Context: an optimization exercise on an open-source flow, tuned for small area, a short achievable clock period and few clock cycles per item. The choices shown serve that exercise and are no tape-out recipe. Function was checked by simulation only, so behaviour that the tests miss may differ from the original. Power and IR drop assume default switching activity.

### design/flow/constraint.sdc
create_clock -name core_clock -period 7.0 [get_ports {clk}]
set_input_delay 1.4000 -clock core_clock [delete_from_list [all_inputs] [get_ports {clk}]]
set_output_delay 1.4000 -clock core_clock [all_outputs]
set_load 0.01 [all_outputs]
### design/flow/run.sh
#!/bin/bash
# synth_recipe.tcl (not shown) runs the flow's synth.tcl, then flattens the netlist and writes it again
# the make line also repeats each setting of config.mk as NAME=value (left out here)
make -C /OpenROAD-flow-scripts/flow DESIGN_CONFIG=/design/flow/config.mk WORK_HOME=/design/flow/orfs CLKGATE_MAP_FILE= SYNTH_SCRIPT=/design/flow/synth_recipe.tcl finish
### design/flow/config.mk
export PLATFORM = sky130hd
export DESIGN_NAME = grid_first_fit_placer
export DESIGN_NICKNAME = grid_first_fit_placer
export VERILOG_FILES = /design/flow/design.v
export SDC_FILE = /design/flow/constraint.sdc
export NUM_CORES = 4
export LEC_CHECK = 0
export CAP_MARGIN = 20
export CORE_MARGIN = 2
export CORE_UTILIZATION = 40
export SETUP_SLACK_MARGIN = 2.5
export SLEW_MARGIN = 20
### design/flow/design.v
`default_nettype none
package gffp_pkg;
  localparam int FUNC_W    = 2;
  localparam int XY_W      = 4;
  localparam int DIM_W     = 5;
  localparam int CFG_W     = 5;
  localparam int CFG_IDX_W = 1;
  localparam logic [FUNC_W-1:0] FUNC_PLACE = 2'd0;
  localparam logic [FUNC_W-1:0] FUNC_MARK  = 2'd1;
  localparam logic [FUNC_W-1:0] FUNC_CLEAR = 2'd2;
  localparam logic [FUNC_W-1:0] FUNC_NONE  = 2'd3;
  localparam logic [CFG_W-1:0] GRID_RST = 5'd16;
  typedef struct packed {
    logic             found;
    logic [XY_W-1:0]  place_x;
    logic [XY_W-1:0]  place_y;
    logic             rotated;
    logic [DIM_W-1:0] placed_width;
    logic [DIM_W-1:0] placed_height;
  } res_t;
  function automatic logic [15:0] pfx_or(input logic [15:0] v);
    logic [15:0] t;
    t = v;
    t = t | (t << 1);
    t = t | (t << 2);
    t = t | (t << 4);
    t = t | (t << 8);
    pfx_or = t;
  endfunction
  function automatic logic [15:0] win_and(input logic [15:0] v, input logic [3:0] n);
    logic [15:0] b1, b2, b4, b8, x;
    b1 = v;
    b2 = b1 & (b1 >> 1);
    b4 = b2 & (b2 >> 2);
    b8 = b4 & (b4 >> 4);
    x = v;
    if (n[0]) x = b1 & (x >> 1);
    if (n[1]) x = b2 & (x >> 2);
    if (n[2]) x = b4 & (x >> 4);
    if (n[3]) x = b8 & (x >> 8);
    win_and = x;
  endfunction
  function automatic logic [15:0] span(input logic [15:0] t, input logic [DIM_W-1:0] len);
    span = t & ~(t << len);
  endfunction
  function automatic logic [15:0] below(input logic [CFG_W-1:0] n);
    logic [15:0] t;
    for (int i = 0; i < 16; i++) t[i] = (CFG_W'(i) < n);
    below = t;
  endfunction
  function automatic logic [15:0] below6(input logic [5:0] n);
    logic [15:0] t;
    for (int i = 0; i < 16; i++) t[i] = (6'(i) < n);
    below6 = t;
  endfunction
  function automatic logic [15:0] from(input logic [XY_W-1:0] n);
    logic [15:0] t;
    for (int i = 0; i < 16; i++) t[i] = (XY_W'(i) >= n);
    from = t;
  endfunction
  function automatic logic [15:0] rev16(input logic [15:0] v);
    logic [15:0] r;
    for (int i = 0; i < 16; i++) r[i] = v[15 - i];
    rev16 = r;
  endfunction
  function automatic logic [XY_W-1:0] enc(input logic [15:0] oh);
    logic [XY_W-1:0] e;
    e = '0;
    for (int i = 0; i < 16; i++) if (oh[i]) e = e | XY_W'(i);
    enc = e;
  endfunction
endpackage
`default_nettype wire
`default_nettype none
module gffp_front (
  input  wire logic                           clk,
  input  wire logic                           rst_n,
  input  wire logic                           push,
  output logic                                full,
  input  wire logic [gffp_pkg::FUNC_W-1:0]    in_func,
  input  wire logic [gffp_pkg::XY_W-1:0]      in_pos_x,
  input  wire logic [gffp_pkg::XY_W-1:0]      in_pos_y,
  input  wire logic [gffp_pkg::DIM_W-1:0]     in_rect_width,
  input  wire logic [gffp_pkg::DIM_W-1:0]     in_rect_height,
  input  wire logic                           cfg_valid,
  output logic                                cfg_ready,
  input  wire logic [gffp_pkg::CFG_IDX_W-1:0] cfg_index,
  input  wire logic [gffp_pkg::CFG_W-1:0]     cfg_data,
  input  wire logic                           acc_ok,
  input  wire logic                           take,
  output logic                                s_valid,
  output logic [gffp_pkg::FUNC_W-1:0]         s_op,
  output logic [gffp_pkg::XY_W-1:0]           s_px,
  output logic [gffp_pkg::XY_W-1:0]           s_py,
  output logic [gffp_pkg::DIM_W-1:0]          s_w,
  output logic [gffp_pkg::DIM_W-1:0]          s_h,
  output logic [gffp_pkg::CFG_W-1:0]          s_gw,
  output logic [gffp_pkg::CFG_W-1:0]          s_gh
);
  logic [gffp_pkg::CFG_W-1:0]  gw_reg_r, gh_reg_r;
  logic [gffp_pkg::CFG_W-1:0]  gw_now, gh_now;
  logic                        do_push;
  assign cfg_ready = 1'b1;
  always_ff @(posedge clk) begin
    if (!rst_n) begin
      gw_reg_r <= gffp_pkg::GRID_RST;
      gh_reg_r <= gffp_pkg::GRID_RST;
    end else if (cfg_valid) begin
      if (cfg_index == 1'b0) begin
        gw_reg_r <= cfg_data;
      end else begin
        gh_reg_r <= cfg_data;
      end
    end
  end
  always_comb begin
    gw_now = (gw_reg_r > 5'd16) ? 5'd16 : gw_reg_r;
    gh_now = (gh_reg_r > 5'd16) ? 5'd16 : gh_reg_r;
  end
  typedef struct packed {
    logic [gffp_pkg::FUNC_W-1:0] op;
    logic [gffp_pkg::XY_W-1:0]   px;
    logic [gffp_pkg::XY_W-1:0]   py;
    logic [gffp_pkg::DIM_W-1:0]  w;
    logic [gffp_pkg::DIM_W-1:0]  h;
    logic [gffp_pkg::CFG_W-1:0]  gw;
    logic [gffp_pkg::CFG_W-1:0]  gh;
  } ent_t;
  ent_t q0_r, q1_r, ent_new;
  logic v0_r, v1_r, load0;
  always_comb begin
    ent_new.op = in_func;
    ent_new.px = in_pos_x;
    ent_new.py = in_pos_y;
    ent_new.w  = in_rect_width;
    ent_new.h  = in_rect_height;
    ent_new.gw = gw_now;
    ent_new.gh = gh_now;
  end
  assign full    = v0_r && v1_r;
  assign do_push = push && !full;
  assign load0   = take || !v0_r;
  assign s_valid = v0_r;
  assign s_op    = q0_r.op;
  assign s_px    = q0_r.px;
  assign s_py    = q0_r.py;
  assign s_w     = q0_r.w;
  assign s_h     = q0_r.h;
  assign s_gw    = q0_r.gw;
  assign s_gh    = q0_r.gh;
  always_ff @(posedge clk) begin
    if (load0) begin
      q0_r <= v1_r ? q1_r : ent_new;
    end
    if (do_push) begin
      q1_r <= ent_new;
    end
  end
  always_ff @(posedge clk) begin
    if (!rst_n) begin
      v0_r <= 1'b0;
      v1_r <= 1'b0;
    end else begin
      if (load0) begin
        v0_r <= v1_r || do_push;
        v1_r <= v1_r && do_push;
      end else if (do_push) begin
        v1_r <= 1'b1;
      end
    end
  end
endmodule
`default_nettype wire
`default_nettype none
module gffp_engine (
  input  wire logic                        clk,
  input  wire logic                        rst_n,
  input  wire logic                        s_valid,
  input  wire logic [gffp_pkg::FUNC_W-1:0] s_op,
  input  wire logic [gffp_pkg::XY_W-1:0]   s_px,
  input  wire logic [gffp_pkg::XY_W-1:0]   s_py,
  input  wire logic [gffp_pkg::DIM_W-1:0]  s_w,
  input  wire logic [gffp_pkg::DIM_W-1:0]  s_h,
  input  wire logic [gffp_pkg::CFG_W-1:0]  s_gw,
  input  wire logic [gffp_pkg::CFG_W-1:0]  s_gh,
  output logic                             take,
  output logic                             acc_ok,
  output logic                             res_push,
  output gffp_pkg::res_t                   res,
  input  wire logic                        res_free
);
  logic                        c_valid;
  logic [gffp_pkg::FUNC_W-1:0] c_op;
  logic [gffp_pkg::XY_W-1:0]   c_px;
  logic [gffp_pkg::XY_W-1:0]   c_py;     
  logic [gffp_pkg::DIM_W-1:0]  c_w, c_h;
  logic [gffp_pkg::CFG_W-1:0]  c_gh;
  logic [15:0]                 c_colin;   
  logic [15:0]                 c_wmw, c_wmh;   
  logic                        c_has;    
  logic [15:0]                 c_rest;   
  logic [15:0]                 c_mu;     
  logic [15:0]                 c_mr;     
  logic                        c_vu, c_vr;
  logic [15:0][15:0] occ_r;
  logic              zero_occ;
  assign zero_occ = c_valid && (c_op == gffp_pkg::FUNC_CLEAR);
  logic [15:0] bu, br, cfu, cfr, fu, fr, hitv, t, oh, pcu, pcr, wmu, wmr;
  logic [31:0] bzu, bzr;
  logic        hit, rot;
  logic [gffp_pkg::XY_W-1:0] hit_x;
  always_comb begin
    for (int x = 0; x < 16; x++) begin
      logic [15:0] col;
      for (int r = 0; r < 16; r++) col[r] = occ_r[r][x];
      bu[x] = |(col & c_mu);
      br[x] = |(col & c_mr);
    end
    cfu = ~bu & c_colin;
    cfr = ~br & c_colin;
    wmu = c_wmw;
    wmr = c_wmh;
    bzu = {16'hffff, ~cfu};
    bzr = {16'hffff, ~cfr};
    for (int x = 0; x < 16; x++) begin
      fu[x] = c_vu && !(|(bzu[x +: 16] & wmu));
      fr[x] = c_vr && !(|(bzr[x +: 16] & wmr));
    end
    hitv = fu | fr;
    hit  = c_has && (hitv != '0);
    t    = gffp_pkg::pfx_or(hitv);
    oh   = t & ~(t << 1);
    rot  = !(|(oh & fu));
    pcu  = down(oh, wmu);
    pcr  = down(oh, wmr);
    hit_x = gffp_pkg::enc(oh);
  end
  logic is_place, last, done, def_done, adv, cont;
  assign is_place = (c_op == gffp_pkg::FUNC_PLACE);
  assign last     = !c_has || (c_rest == '0);
  assign done     = c_valid && (!is_place || last || hit);
  assign def_done = c_valid && (!is_place || last);
  assign adv      = done && res_free;
  assign cont     = c_valid && is_place && !last && !hit;
  assign take     = !c_valid || adv;
  assign acc_ok   = !c_valid || (def_done && res_free);
  assign res_push = adv;
  always_comb begin
    res = '0;
    if (c_op == gffp_pkg::FUNC_MARK) begin
      res.found         = 1'b1;
      res.place_x       = c_px;
      res.place_y       = c_py;
      res.placed_width  = c_w;
      res.placed_height = c_h;
    end else if (is_place && hit) begin
      res.found         = 1'b1;
      res.place_x       = hit_x;
      res.place_y       = c_py;
      res.rotated       = rot;
      res.placed_width  = rot ? c_h : c_w;
      res.placed_height = rot ? c_w : c_h;
    end
  end
  function automatic logic [15:0] down(input logic [15:0] oh, input logic [15:0] wm);
    logic [31:0] z;
    logic [15:0] m;
    z = {oh, 16'h0};
    for (int i = 0; i < 16; i++) m[i] = |(gffp_pkg::rev16(z[i + 1 +: 16]) & wm);
    down = m;
  endfunction
  function automatic logic [15:0] fit_rows(input logic [gffp_pkg::DIM_W-1:0] n,
                                           input logic [gffp_pkg::CFG_W-1:0] gh);
    logic [5:0] d;
    d = 6'(gh) + 6'd1 - 6'(n);
    fit_rows = (6'(n) > 6'(gh)) ? 16'h0 : gffp_pkg::below6(d);
  endfunction
  function automatic void pick_s(input logic [15:0] rows, input logic [gffp_pkg::DIM_W-1:0] w,
                                 input logic [gffp_pkg::DIM_W-1:0] h,
                                 input logic [gffp_pkg::CFG_W-1:0] gh,
                                 output logic has, output logic [15:0] rest,
                                 output logic [15:0] mu, output logic [15:0] mr,
                                 output logic [gffp_pkg::XY_W-1:0] y,
                                 output logic vu, output logic vr);
    logic [15:0] t;
    has  = (rows != '0);
    t    = gffp_pkg::pfx_or(rows);
    y    = gffp_pkg::enc(rows & ~(t << 1));
    rest = rows & (t << 1);
    mu   = gffp_pkg::span(t, h);
    mr   = gffp_pkg::span(t, w);
    vu   = |(rows & ~(t << 1) & fit_rows(h, gh));
    vr   = (w != h) && (|(rows & ~(t << 1) & fit_rows(w, gh)));
  endfunction
  function automatic void pick(input logic [15:0] rows, input logic [gffp_pkg::DIM_W-1:0] w,
                               input logic [gffp_pkg::DIM_W-1:0] h,
                               input logic [gffp_pkg::CFG_W-1:0] gh,
                               output logic has, output logic [15:0] rest,
                               output logic [15:0] mu, output logic [15:0] mr,
                               output logic [gffp_pkg::XY_W-1:0] y,
                               output logic vu, output logic vr);
    logic [15:0] t, oh;
    has  = (rows != '0);
    t    = gffp_pkg::pfx_or(rows);
    oh   = rows & ~(t << 1);
    rest = rows & (t << 1);
    y    = gffp_pkg::enc(oh);
    mu   = down(oh, gffp_pkg::below(h));
    mr   = down(oh, gffp_pkg::below(w));
    vu   = |(oh & fit_rows(h, gh));
    vr   = (w != h) && (|(oh & fit_rows(w, gh)));
  endfunction
  logic        n_has, l_has;
  logic [15:0] n_rest, l_rest, l_rows, n_mu, n_mr, l_mu, l_mr;
  logic [gffp_pkg::XY_W-1:0] n_y, l_y;
  logic        n_vu, n_vr, l_vu, l_vr, l_mark, l_dims_ok;
  logic [15:0] ok1, ok2, ok, wm;
  logic [31:0] okz;
  always_comb begin
    pick_s(c_rest, c_w, c_h, c_gh, n_has, n_rest, n_mu, n_mr, n_y, n_vu, n_vr);
    l_mark    = (s_op == gffp_pkg::FUNC_MARK);
    l_dims_ok = (s_w != '0) && (s_h != '0) && (s_w <= 5'd16) && (s_h <= 5'd16);
    for (int r = 0; r < 16; r++) begin
      ok1[r] = !(&occ_r[r]);
      ok2[r] = !(&(occ_r[r][14:0] | occ_r[r][15:1]));
    end
    ok     = ((((s_w >= 5'd2) && (s_h >= 5'd2)) ? ok2 : ok1) | {16{zero_occ}})
           & gffp_pkg::below(s_gh);
    okz    = {16'h0, ok};
    wm     = gffp_pkg::below(s_w) & gffp_pkg::below(s_h);
    for (int y = 0; y < 16; y++) l_rows[y] = !(|(~okz[y +: 16] & wm));
    if (!l_dims_ok || s_op != gffp_pkg::FUNC_PLACE) l_rows = '0;
    pick(l_rows, s_w, s_h, s_gh, l_has, l_rest, l_mu, l_mr, l_y, l_vu, l_vr);
    if (l_mark) begin
      l_mu = gffp_pkg::from(s_py) & gffp_pkg::below6(6'(s_py) + 6'(s_h)) & gffp_pkg::below(s_gh);
      l_mr = gffp_pkg::from(s_px) & gffp_pkg::below6(6'(s_px) + 6'(s_w)) & gffp_pkg::below(s_gw);
    end
  end
  always_ff @(posedge clk) begin
    if (take) begin
      c_op   <= s_op;
      c_px   <= s_px;
      c_py   <= l_mark ? s_py : l_y;
      c_w    <= s_w;
      c_h    <= s_h;
      c_colin <= gffp_pkg::below(s_gw);
      c_wmw  <= gffp_pkg::below(s_w);
      c_wmh  <= gffp_pkg::below(s_h);
      c_gh   <= s_gh;
      c_has  <= l_has;
      c_rest <= l_rest;
      c_mu   <= l_mu;
      c_mr   <= l_mr;
      c_vu   <= l_vu;
      c_vr   <= l_vr;
    end else if (cont) begin
      c_rest <= n_rest;
      c_mu   <= n_mu;
      c_mr   <= n_mr;
      c_py   <= n_y;
      c_vu   <= n_vu;
      c_vr   <= n_vr;
    end
  end
  logic [15:0] f_row, f_col;
  always_comb begin
    f_row = '0;
    f_col = '0;
    if (c_op == gffp_pkg::FUNC_MARK) begin
      f_row = c_mu;
      f_col = c_mr;
    end else if (is_place && hit) begin
      f_row = rot ? c_mr : c_mu;
      f_col = rot ? pcr : pcu;
    end
    if (!adv) begin
      f_row = '0;
    end
  end
  always_ff @(posedge clk) begin
    if (!rst_n) begin
      c_valid <= 1'b0;
      occ_r   <= '0;
    end else begin
      if (take) begin
        c_valid <= s_valid;
      end
      if (adv && c_op == gffp_pkg::FUNC_CLEAR) begin
        occ_r <= '0;
      end else begin
        for (int r = 0; r < 16; r++) begin
          occ_r[r] <= occ_r[r] | (f_col & {16{f_row[r]}});
        end
      end
    end
  end
endmodule
`default_nettype wire
`default_nettype none
module gffp_outq (
  input  wire logic                        clk,
  input  wire logic                        rst_n,
  input  wire logic                        res_push,
  input  wire gffp_pkg::res_t              res,
  output logic                             res_free,
  output logic                             empty,
  input  wire logic                        pop,
  output logic                             out_found,
  output logic [gffp_pkg::XY_W-1:0]        out_place_x,
  output logic [gffp_pkg::XY_W-1:0]        out_place_y,
  output logic                             out_rotated,
  output logic [gffp_pkg::DIM_W-1:0]       out_placed_width,
  output logic [gffp_pkg::DIM_W-1:0]       out_placed_height
);
  logic           valid_r;
  gffp_pkg::res_t res_r;
  assign res_free = !valid_r || pop;
  assign empty    = !valid_r;
  assign out_found         = res_r.found;
  assign out_place_x       = res_r.place_x;
  assign out_place_y       = res_r.place_y;
  assign out_rotated       = res_r.rotated;
  assign out_placed_width  = res_r.placed_width;
  assign out_placed_height = res_r.placed_height;
  always_ff @(posedge clk) begin
    if (res_push) begin
      res_r <= res;
    end
  end
  always_ff @(posedge clk) begin
    if (!rst_n) begin
      valid_r <= 1'b0;
    end else if (res_push) begin
      valid_r <= 1'b1;
    end else if (pop) begin
      valid_r <= 1'b0;
    end
  end
endmodule
`default_nettype wire
`default_nettype none
module grid_first_fit_placer (
  input  wire logic                           clk,
  input  wire logic                           rst_n,
  input  wire logic                           push,
  output logic                                full,
  input  wire logic [gffp_pkg::FUNC_W-1:0]    in_func,
  input  wire logic [gffp_pkg::XY_W-1:0]      in_pos_x,
  input  wire logic [gffp_pkg::XY_W-1:0]      in_pos_y,
  input  wire logic [gffp_pkg::DIM_W-1:0]     in_rect_width,
  input  wire logic [gffp_pkg::DIM_W-1:0]     in_rect_height,
  output logic                                empty,
  input  wire logic                           pop,
  output logic                                out_found,
  output logic [gffp_pkg::XY_W-1:0]           out_place_x,
  output logic [gffp_pkg::XY_W-1:0]           out_place_y,
  output logic                                out_rotated,
  output logic [gffp_pkg::DIM_W-1:0]          out_placed_width,
  output logic [gffp_pkg::DIM_W-1:0]          out_placed_height,
  input  wire logic                           cfg_valid,
  output logic                                cfg_ready,
  input  wire logic [gffp_pkg::CFG_IDX_W-1:0] cfg_index,
  input  wire logic [gffp_pkg::CFG_W-1:0]     cfg_data
);
  logic                          s_valid;
  logic [gffp_pkg::FUNC_W-1:0]   s_op;
  logic [gffp_pkg::XY_W-1:0]     s_px, s_py;
  logic [gffp_pkg::DIM_W-1:0]    s_w, s_h;
  logic [gffp_pkg::CFG_W-1:0]    s_gw, s_gh;
  logic                          acc_ok;
  logic                          take;
  logic                          res_push;
  gffp_pkg::res_t                res;
  logic                          res_free;
  gffp_front u_front (
    .clk            (clk),
    .rst_n          (rst_n),
    .push           (push),
    .full           (full),
    .in_func        (in_func),
    .in_pos_x       (in_pos_x),
    .in_pos_y       (in_pos_y),
    .in_rect_width  (in_rect_width),
    .in_rect_height (in_rect_height),
    .cfg_valid      (cfg_valid),
    .cfg_ready      (cfg_ready),
    .cfg_index      (cfg_index),
    .cfg_data       (cfg_data),
    .acc_ok         (acc_ok),
    .take           (take),
    .s_valid        (s_valid),
    .s_op           (s_op),
    .s_px           (s_px),
    .s_py           (s_py),
    .s_w            (s_w),
    .s_h            (s_h),
    .s_gw           (s_gw),
    .s_gh           (s_gh)
  );
  gffp_engine u_engine (
    .clk      (clk),
    .rst_n    (rst_n),
    .s_valid  (s_valid),
    .s_op     (s_op),
    .s_px     (s_px),
    .s_py     (s_py),
    .s_w      (s_w),
    .s_h      (s_h),
    .s_gw     (s_gw),
    .s_gh     (s_gh),
    .take     (take),
    .acc_ok   (acc_ok),
    .res_push (res_push),
    .res      (res),
    .res_free (res_free)
  );
  gffp_outq u_outq (
    .clk               (clk),
    .rst_n             (rst_n),
    .res_push          (res_push),
    .res               (res),
    .res_free          (res_free),
    .empty             (empty),
    .pop               (pop),
    .out_found         (out_found),
    .out_place_x       (out_place_x),
    .out_place_y       (out_place_y),
    .out_rotated       (out_rotated),
    .out_placed_width  (out_placed_width),
    .out_placed_height (out_placed_height)
  );
endmodule
`default_nettype wire
==> impl_metrics.yaml <==
hold_path:
  hold_start: "u_front.gh_reg_r[2]"
  whs_path_depth: 2
  min_path_type: "reg -> reg"
  hold_path_end: "u_front.gh_reg_r[2]"
clocking:
  h-tree-depth: 2
  cts_tree: "done"
  cts_buffers: 52
  cts_root_buf: "clkbuf_16"
  clk_path_buf_depth: 3
  clock_latency_ns: 0.67
  clock_sinks: 471
  clkSlewWorstSetupHoldPaths_ns: 0.06
synthesis:
  syn_nets: 4388
  yosys.area.top_type_share_pct: 17.4
  synth_cells: 4300
  postSynthAreaPerCell_sq_um: 8.07
  syn_area_sq_um: 34700
  yosys.area.top_type: "edfxtp_1"
  synthArstFlopShare_pct: 0
  ys_seq_area_share_pct: 33.0
  yosysUniqueCellTypes: 115
  synth_area_leaders: "edfxtp_1 17%, dfxtp_1 16%, a21oi_1 7.4%"
  synthFlopType: "dfxtp_1"
  synth_edf_count: 201
  ys_warn_count: 3
  ys_ff_latch: 471
layout:
  drive_above_1_share_pct: 29.9
  final_cell_mix: "486 x buf_4, 430 x nor2_1, 385 x a21oi_1"
  mostFrequentLayoutCell: "buf_4"
  fin_cells: 5994
  area_delta_synth_final_pct: 37.7
  fin_util_pct: 55.4
  nets: 4874
grt:
  grtUsageMet1_pct: 59.1
  met3_usage_pct: 16.7
  grt_util_met2_pct: 71.6
  grt_overflow: 0
  antenna_found_initial: 10
  grt_usage_pct: 48.7
  grt_pass1_vias: 40365
  grt_pass1_wl_um: 313000
  grt_max_degree: 140
  grt.busiest_layer: "met2"
die:
  start_util_pct: 40.2
  die_width_um: 299
  design.die.area_sq_um: 89100
  io_pins: 54
  dieHeight_um: 299
  num_rows: 108
  core_region_area_sq_um: 86300
power_and_ir_drop:
  power-per-cell-area_nw_per_um2: 189
  power_mw: 9.01
  irDropWorstVdd_v: 0.000222
  p_leak_nw: 17.5
sta:
  fin_skew_ns: 0.0498
  holdWs_ns: 0.475
  period_needed_ns: 5.42
  slew_headroom_pct: 8.50
  maxSlewViolCount: 0
  timing.setup.tns_ns: 0
  rsz0062_at_grt: "yes"
  period_share_pct: 77.5
  hold_viol_final: 0
  worst_pin_slew_ns: 1.37
  setup_viol: 0
  fmax_ghz: 0.184
routing:
  final_antenna_net_count: 0
  drc_errors: 0
  num_vias: 44335
  drtIter0Drc: 8220
  post_drt_wl_per_cell_um: 38.9
  vias_per_cell: 7.40
  drt_first_pass_iters: 12
  drt-total-wl_um: 233000
setup_path:
  rr_worst_depth: 18
  r2r-start: "u_engine.c_mr[7]"
  arrival_ns: 5.96
  critPathSlowestCell: "a222oi_1"
  worstPathMaxFanout: 6
  slowest_delay_ns: 0.83
  r2r-end: "u_engine.occ_r[79]"
  cp.required_ns: 7.53
  crit_path_cell_trace: "buf_6 -> a222oi_1 -> nand3_1 -> buf_6 -> o31ai_4 -> o2111ai_2 -> or4_4 -> a21oi_2 -> o21ai_1 -> a221oi_2 -> o211ai_1 -> a221o_4 -> buf_12 -> or4_4 -> nand3_4 -> buf_12 -> nor2b_1 -> o21a_1"
  rrSetupSlack_ns: 1.58
  cp-start-kind: "flip-flop"
  path_class: "reg -> reg"
  end_kind: "flip-flop"
flow_run:
  drv_cap: 0
placement:
  dpl.cell_count: 5436
  dpl.hpwl_um: 160000
  gp_congestion: 1.10
  io_buffers: 52
outcome:
  outcome: "finished clean"
==> critical path, delay by kind of cell (launching register included) <==
kind                   cells  cell delay (ns)
AOI/OAI and AO/OA          9             2.53
DFF                        1             0.50
buffers and inverters      4             0.73
and+or+nand+nor            5             1.53
==> cell usage after synthesis, types with 87 or more instances <==
| cell type | number |
|---|---|
| dfxtp_1 | 270 |
| a22oi_1 | 239 |
| nand3_1 | 128 |
| o31ai_1 | 87 |
| a21oi_1 | 510 |
| nand4_1 | 123 |
| o21ai_0 | 185 |
| nand2_1 | 325 |
| nor2_1 | 457 |
| edfxtp_1 | 201 |
| nor4_1 | 92 |
| clkbuf_1 | 212 |
| inv_1 | 103 |
==> worst max-delay path by stage <==
stage,startpoint,endpoint,slack [ns],cells after the start
after global placement,u_engine.c_mu[8],u_outq.res_r[0],0.67,14
after CTS,u_engine.c_mr[6],u_engine.occ_r[79],2.01,18
final,u_engine.c_mr[7],u_engine.occ_r[79],1.58,18
after global routing,u_engine.c_mu[7],u_engine.occ_r[139],1.52,22
after floorplan,u_engine.c_wmw[13],u_engine.c_mr[10],2.50,15
after detailed placement,u_engine.c_mu[8],u_outq.res_r[0],0.70,14
==> cell families after synthesis <==
family | after synthesis | share of synthesized area, %
AND/OR/NAND/NOR | 1501 | 21.6
multiplexers | 71 | 2.36
adder cells (fa/ha/maj) | 61 | 2.30
XOR/XNOR | 28 | 0.707
buffers and inverters | 471 | 6.10
other | 1 | 0.0108
AO/OA/AOI/OAI | 1696 | 33.9
flip-flops | 471 | 33.0
==> registers in the layout, indices dropped and copies added (netlist names), 16 cells and up <==
| register | cells |
|---|---|
| u_engine.c_mu | 16 |
| u_engine.occ_r | 256 |
| u_engine.c_colin | 16 |
| u_front.q1_r | 30 |
| u_front.q0_r | 30 |
| u_engine.c_mr | 16 |
| u_engine.c_wmh | 16 |
| u_outq.res_r | 20 |
==> power breakdown <==
group	internal, mW	total (mW)	leakage [nW]	switching (mW)
Clock	1.62	2.86	0.855	1.24
Sequential	2.99	3.17	4.26	0.184
Combinational	1.12	2.98	12.4	1.86
Total	5.73	9.01	17.5	3.28
==> stage by stage <==
stage          setup slack (ns)  cell area, sq um
6_report                   1.58             47800
5_1_grt                    1.52             47800
4_1_cts                    2.01             44900
3_5_place_dp              0.699             37400
3_3_place_gp              0.673             37300
2_1_floorplan              2.50             34700
==> layer usage <==
layer	part of all wire [%]	vias up	wire [um]
met5	0.015	-	34
met4	10	6	23300
met3	14	1240	32800
met2	41	4021	95500
met1	35	21323	81600
li1	-	17745	-
==> cell type report <==
cell class | instances | area (sq um)
Inverter | 115 | 480
Fill cell | 7873 | 38600
Timing Repair inverter | 8 | 130
Tap cell | 1155 | 1450
Clock inverter | 23 | 274
Clock buffer | 72 | 1470
Antenna cell | 12 | 30.0
Sequential cell | 471 | 11400
Multi-Input combinational cell | 3364 | 24300
Timing Repair Buffer | 774 | 8260
==> what timing repair did <==
action / in CTS / in global routing
hold endpoints to repair: 0 / 0
resized for setup: 536 / 340
hold buffers: 0 / 0
pin swaps: 119 / 106
setup endpoints to repair: 505 / 500
buffers inserted: 310 / 81
gates cloned: 31 / 29
Testbench counts, summed over its fixed seeds: cycles 4,458, items 2,400.

==> afterwards: timing with drivers on the ports <==
The results above use ideal ports. As a check the final layout listed here was re-extracted and re-timed, cells and wires unchanged.
Step 1: set_driving_cell puts a clkbuf_16 on clk and a buf_2 on each other input, an assumption about the parent block.
Step 2 also shifts input and output timing later by t, the mid clock arrival at the registers, as if the neighbouring blocks saw the same clock.
a / b / c = ideal / step 1 / step 2; a / b = the first two.
t (ns): 0.720
setup slack, ns: 1.575 / 1.575 / 1.575
worst setup path after step 2: register to register
After both steps setup and hold are still met in this run. The setup slack of this run moves by 0.000 ns with the drivers and by 0.000 ns with both steps.
